Source: an optimization exercise on an open RTL-to-GDS flow (aim: small area). Production flows keep margins and buffers that such runs may drop. Function was checked by simulation only, so behaviour that the tests miss may differ from the original. No activity file was given, so power comes from the tool's default toggle rates.

== run 1 ==
## spec_top
module spec_top (
	input  logic                             sys_clk,
	input  logic                             sys_rst,
	input  logic                             adc_flag,
	input  logic                             spec_valid,
	input  logic                             spec_sop,
	input  logic                             spec_eop,
	input  logic signed [10-1:0] spec_re,
	input  logic signed [10-1:0] spec_im,
	output logic [10-1:0]        sample_addr,
	output logic                             sink_valid,
	output logic                             sink_sop,
	output logic                             sink_eop,
	output logic                             power_valid,
	output logic [10-1:0]        power_bin,
	output logic [20-1:0]         power,
	output logic                             update_flag,
	output logic [10-1:0]        bin_a,
	output logic [10-1:0]        bin_b,
	output logic [20-1:0]         power_a,
	output logic [20-1:0]         power_b,
	output logic [10-1:0]           amp_a,
	output logic [10-1:0]           amp_b
);
	fft_stream_pkg::sink_frame_t  frame;
	fft_stream_pkg::spec_bin_t    spec;
	spectrum_pkg::power_sample_t  sample;
	spectrum_pkg::tone_pair_t     pair;
	logic                         pair_valid;
	spectrum_pkg::tone_report_t   report;
	assign spec = {spec_valid, spec_sop, spec_eop, spec_re, spec_im};
	frame_sequencer i_frame_sequencer (
		.sys_clk  (sys_clk),
		.sys_rst  (sys_rst),
		.adc_flag (adc_flag),
		.frame    (frame)
	);
	bin_power i_bin_power (
		.sys_clk (sys_clk),
		.sys_rst (sys_rst),
		.spec    (spec),
		.sample  (sample)
	);
	peak_pair_tracker i_peak_pair_tracker (
		.sys_clk    (sys_clk),
		.sys_rst    (sys_rst),
		.sample     (sample),
		.pair       (pair),
  ...
==> flow/config.mk <==
export PLATFORM = sky130hd
export DESIGN_NAME = spec_top
export DESIGN_NICKNAME = spec_top
export VERILOG_FILES = /design/flow/design.v
export SDC_FILE = /design/flow/constraint.sdc
export NUM_CORES = 4
export LEC_CHECK = 0
export CAP_MARGIN = 20
export CORE_MARGIN = 2
export CORE_UTILIZATION = 80
export CTS_BUF_LIST = sky130_fd_sc_hd__clkbuf_8
export CTS_CLUSTER_DIAMETER = 50
export CTS_CLUSTER_SIZE = 16
export PLACE_DENSITY = 0.88
export SLEW_MARGIN = 20
==> flow/constraint.sdc <==
create_clock -name core_clock -period 10.0 [get_ports {sys_clk}]
set_input_delay 2.0000 -clock core_clock [delete_from_list [all_inputs] [get_ports {sys_clk}]]
set_output_delay 2.0000 -clock core_clock [all_outputs]
set_load 0.01 [all_outputs]
standard.sh (not shown) runs the stock make flow with config.mk's settings and CLKGATE_MAP_FILE= SYNTH_SCRIPT=/design/flow/synth_recipe.tcl, a recipe that flattens the netlist after the stock synthesis.
==> flow/flow/run.sh <==
#!/bin/bash
# The standard layout, with the port buffers made of the smallest buffer cell.
set -euo pipefail
bash standard.sh BUFFER_PORTS_ARGS="-buffer_cell sky130_fd_sc_hd__buf_1" finish > standard.log 2>&1
--- input diff run 1..run 2 ---
Settings: swapping 50 for 60 in CTS_CLUSTER_DIAMETER; swapping 0.88 for 0.8 in PLACE_DENSITY; swapping 16 for 18 in CTS_CLUSTER_SIZE; swapping 80 for 70 in CORE_UTILIZATION.
- Run 2: all stages complete, timing, DRC and antenna checks passed
- Detailed router's first-iteration violation count delta (run 2 − run 1): favourable
- For the average routed wire per standard cell, run 2 came in 8.8% lower than run 1 did.
- Diff run 1 and run 2: sequential share of layout area higher in run 2
- Compared with run 1, run 2 shows a lower initial standard-cell utilization of the core.
- Post-route cell area (lower): run 2
- As far as synthesized cell count goes, run 2 and run 1 are indistinguishable; the numbers are identical.
- Compare run 1 and run 2 | total global routing track utilization lower: run 2

---

Setup of north:
Starting RTL as in the previous note.
clock: 10.0 ns
lec_check: 0
cap_margin: 20
core_margin: 2
core_utilization: 70
cts_buf_list: sky130_fd_sc_hd__clkbuf_8
cts_cluster_diameter: 60
cts_cluster_size: 18
place_density: 0.8
slew_margin: 20
==> flow/flow/run.sh <==
#!/bin/bash
# The standard layout with two changes:
# - after the standard synthesis, the combinational logic between the registers is
#   cleaned up: flow/polarity.py removes inverters around the full adders and
#   polarity-paired gates, and flow/resyn.tcl re-maps the rest with ABC for area.
#   Registers (cells and names) and full adders are kept as they are.
# - the port buffers are made of the smallest buffer cell.
# - clock tree synthesis adds no dummy loads (same settings as config.mk otherwise).
set -euo pipefail
R=orfs/results/sky130hd/spec_top/base
LIB=$FLOW_HOME/platforms/sky130hd/lib/sky130_fd_sc_hd__tt_025C_1v80.lib
YOSYS=yosys
[[ -x $FLOW_HOME/../tools/install/yosys/bin/yosys ]] && YOSYS=$FLOW_HOME/../tools/install/yosys/bin/yosys
bash standard.sh synth > synth.log 2>&1
cp $R/1_2_yosys.v $R/1_2_yosys.standard.v
python3 flow/polarity.py $R/1_2_yosys.standard.v $R/1_2_yosys.pol1.v > polarity1.log 2>&1
LIB=$LIB IN_V=$R/1_2_yosys.pol1.v OUT_V=$R/1_2_yosys.resyn.v TOP=$FLOW_TOP STAT=resyn_stat.txt \
  $YOSYS -c flow/resyn.tcl > resyn.log 2>&1
python3 flow/polarity.py $R/1_2_yosys.resyn.v $R/1_2_yosys.v > polarity2.log 2>&1
rm -f $R/1_synth.odb $R/1_synth.sdc
CTS="-sink_clustering_enable -repair_clock_nets -sink_clustering_size 18 -sink_clustering_max_diameter 60"
CTS="$CTS -buf_list sky130_fd_sc_hd__clkbuf_8 -dont_use_dummy_load"
bash standard.sh BUFFER_PORTS_ARGS="-buffer_cell sky130_fd_sc_hd__buf_1" "CTS_ARGS=$CTS" finish > standard.log 2>&1
Other scripts of this flow, unchanged in this note and not shown: flow/flow/polarity.py, flow/flow/resyn.tcl
Inputs modified between north and south:
Settings: GPL_TIMING_DRIVEN now 0, previously not set.
-- flow/flow/run.sh --
<<< north, line 1
#!/bin/bash
# The standard layout with two changes:
# - after the standard synthesis, the combinational logic between the registers is
>>> south, line 1
#!/bin/bash
# The standard layout with three changes:
# - after the standard synthesis, the combinational logic between the registers is
Findings:
south: flow completed, timing, DRC and antenna clean
Relative to north, the final design utilization of south is higher by 5.1 points.
Delta (south minus north): transition at the pin with the smallest max-transition slack now smaller; cell count went up; relative contribution of the clock network to total power now smaller; critical path data arrival time went up; register share of the cell area moved down.
north -> south: internal portion of total power increased by a few percent
Max freq north -> south: degraded
Relative to south, the following input files were edited for east:
Settings: GPL_TIMING_DRIVEN removed (was 0).
-- flow/flow/run.sh --
<<< south, line 22
CTS="$CTS -buf_list sky130_fd_sc_hd__clkbuf_8 -dont_use_dummy_load"
bash standard.sh BUFFER_PORTS_ARGS="-buffer_cell sky130_fd_sc_hd__buf_1" "CTS_ARGS=$CTS" finish > standard.log 2>&1
>>> east, line 22
CTS="$CTS -buf_list sky130_fd_sc_hd__clkbuf_8 -dont_use_dummy_load"
DU="$(make -s -C $FLOW_HOME DESIGN_CONFIG=$FLOW_CONFIG WORK_HOME=$PWD/orfs print-DONT_USE_CELLS | sed -n 's/^DONT_USE_CELLS: //p')"
DU="$DU sky130_fd_sc_hd__buf_4 sky130_fd_sc_hd__buf_6 sky130_fd_sc_hd__buf_8 sky130_fd_sc_hd__buf_12 sky130_fd_sc_hd__buf_16"
bash standard.sh "DONT_USE_CELLS=$DU" BUFFER_PORTS_ARGS="-buffer_cell sky130_fd_sc_hd__buf_1" "CTS_ARGS=$CTS" finish > standard.log 2>&1
Notes after the runs:
In east relative to south, total leakage power had gone down by a little under 10%.
Side by side, HPWL after detailed placement turned out lower in east than in south.
In the reports for east and south, the smaller sequential share of layout area belongs to south.
Delay contributed by the slowest stage of the critical path in east is 0.05 ns above south.
Inputs modified between east and west:
Settings: PLACE_DENSITY changed from 0.8 to 0.9; CORE_UTILIZATION changed from 70 to 85.
==> flow/flow/run.sh <==
#!/bin/bash
# The standard layout with two changes:
# - after the standard synthesis, the combinational logic between the registers is
#   cleaned up: flow/polarity.py removes inverters around the full adders and
#   polarity-paired gates, and flow/resyn.tcl re-maps the rest with ABC for area.
#   Registers (cells and names) and full adders are kept as they are.
# - the port buffers are made of the smallest buffer cell.
set -euo pipefail
R=orfs/results/sky130hd/spec_top/base
LIB=$FLOW_HOME/platforms/sky130hd/lib/sky130_fd_sc_hd__tt_025C_1v80.lib
YOSYS=yosys
[[ -x $FLOW_HOME/../tools/install/yosys/bin/yosys ]] && YOSYS=$FLOW_HOME/../tools/install/yosys/bin/yosys
bash standard.sh synth > synth.log 2>&1
cp $R/1_2_yosys.v $R/1_2_yosys.standard.v
python3 flow/polarity.py $R/1_2_yosys.standard.v $R/1_2_yosys.pol1.v > polarity1.log 2>&1
LIB=$LIB IN_V=$R/1_2_yosys.pol1.v OUT_V=$R/1_2_yosys.resyn.v TOP=$FLOW_TOP STAT=resyn_stat.txt \
  $YOSYS -c flow/resyn.tcl > resyn.log 2>&1
python3 flow/polarity.py $R/1_2_yosys.resyn.v $R/1_2_yosys.v > polarity2.log 2>&1
rm -f $R/1_synth.odb $R/1_synth.sdc
bash standard.sh BUFFER_PORTS_ARGS="-buffer_cell sky130_fd_sc_hd__buf_1" finish > standard.log 2>&1
## What came out
west went all the way through synthesis, placement and routing and the layout is clean on timing, DRC and antenna. Between east and west, total power increased. Min minimum clock period across west and east: east. From east to west the numbers moved as follows: max-cap violation count comparable, final wirelength now larger. ~same clock share of power in west and east. Diff east -> west | clock-buffer cell count | decrease of 1. The height of the chip reported for west is smaller than that of east by about 9%. Between west and east, worst ir drop on vdd is higher for west, east comes in under that.

-- separate check: timing with driven ports --
The results above use ideal ports. As a check the final layouts listed here were re-extracted and re-timed, cells and wires unchanged.
Step 1 sets driving cells, clkbuf_16 on the clock port and buf_2 on the other inputs (assumed; they add their load-dependent delay and slew).
Step 2 moves the port delays by t, midway between the first and last clock arrival at a register: inputs arrive t later, outputs are due t later. That takes back most of the time a late clock gives input paths.
Three values: no drivers, after step 1, after step 2; two values: the first two.
run	t, ns	setup slack, ns	latest minus earliest clock arrival (ns)	worst slew at a driven data input, ns	cell pins on the clock port's net
run 1	0.597	0.809 / 0.831 / 0.234	0.038 / 0.038	0.03	1
run 2	0.561	0.815 / 0.830 / 0.269	0.034 / 0.034	0.03	1
north	0.538	0.586 / 0.602 / 0.063	0.067 / 0.067	0.03	1
south	0.558	0.296 / 0.316 / -0.242	0.053 / 0.053	0.03	1
east	0.552	0.605 / 0.623 / 0.071	0.068 / 0.067	0.03	1
west	0.572	0.490 / 0.507 / -0.064	0.031 / 0.031	0.03	1
With both steps, setup timing fails in south and west, where it was met with ideal ports. For run 1, which loses most, drivers alone change the setup slack by +0.022 ns; drivers and shift together by -0.575 ns.
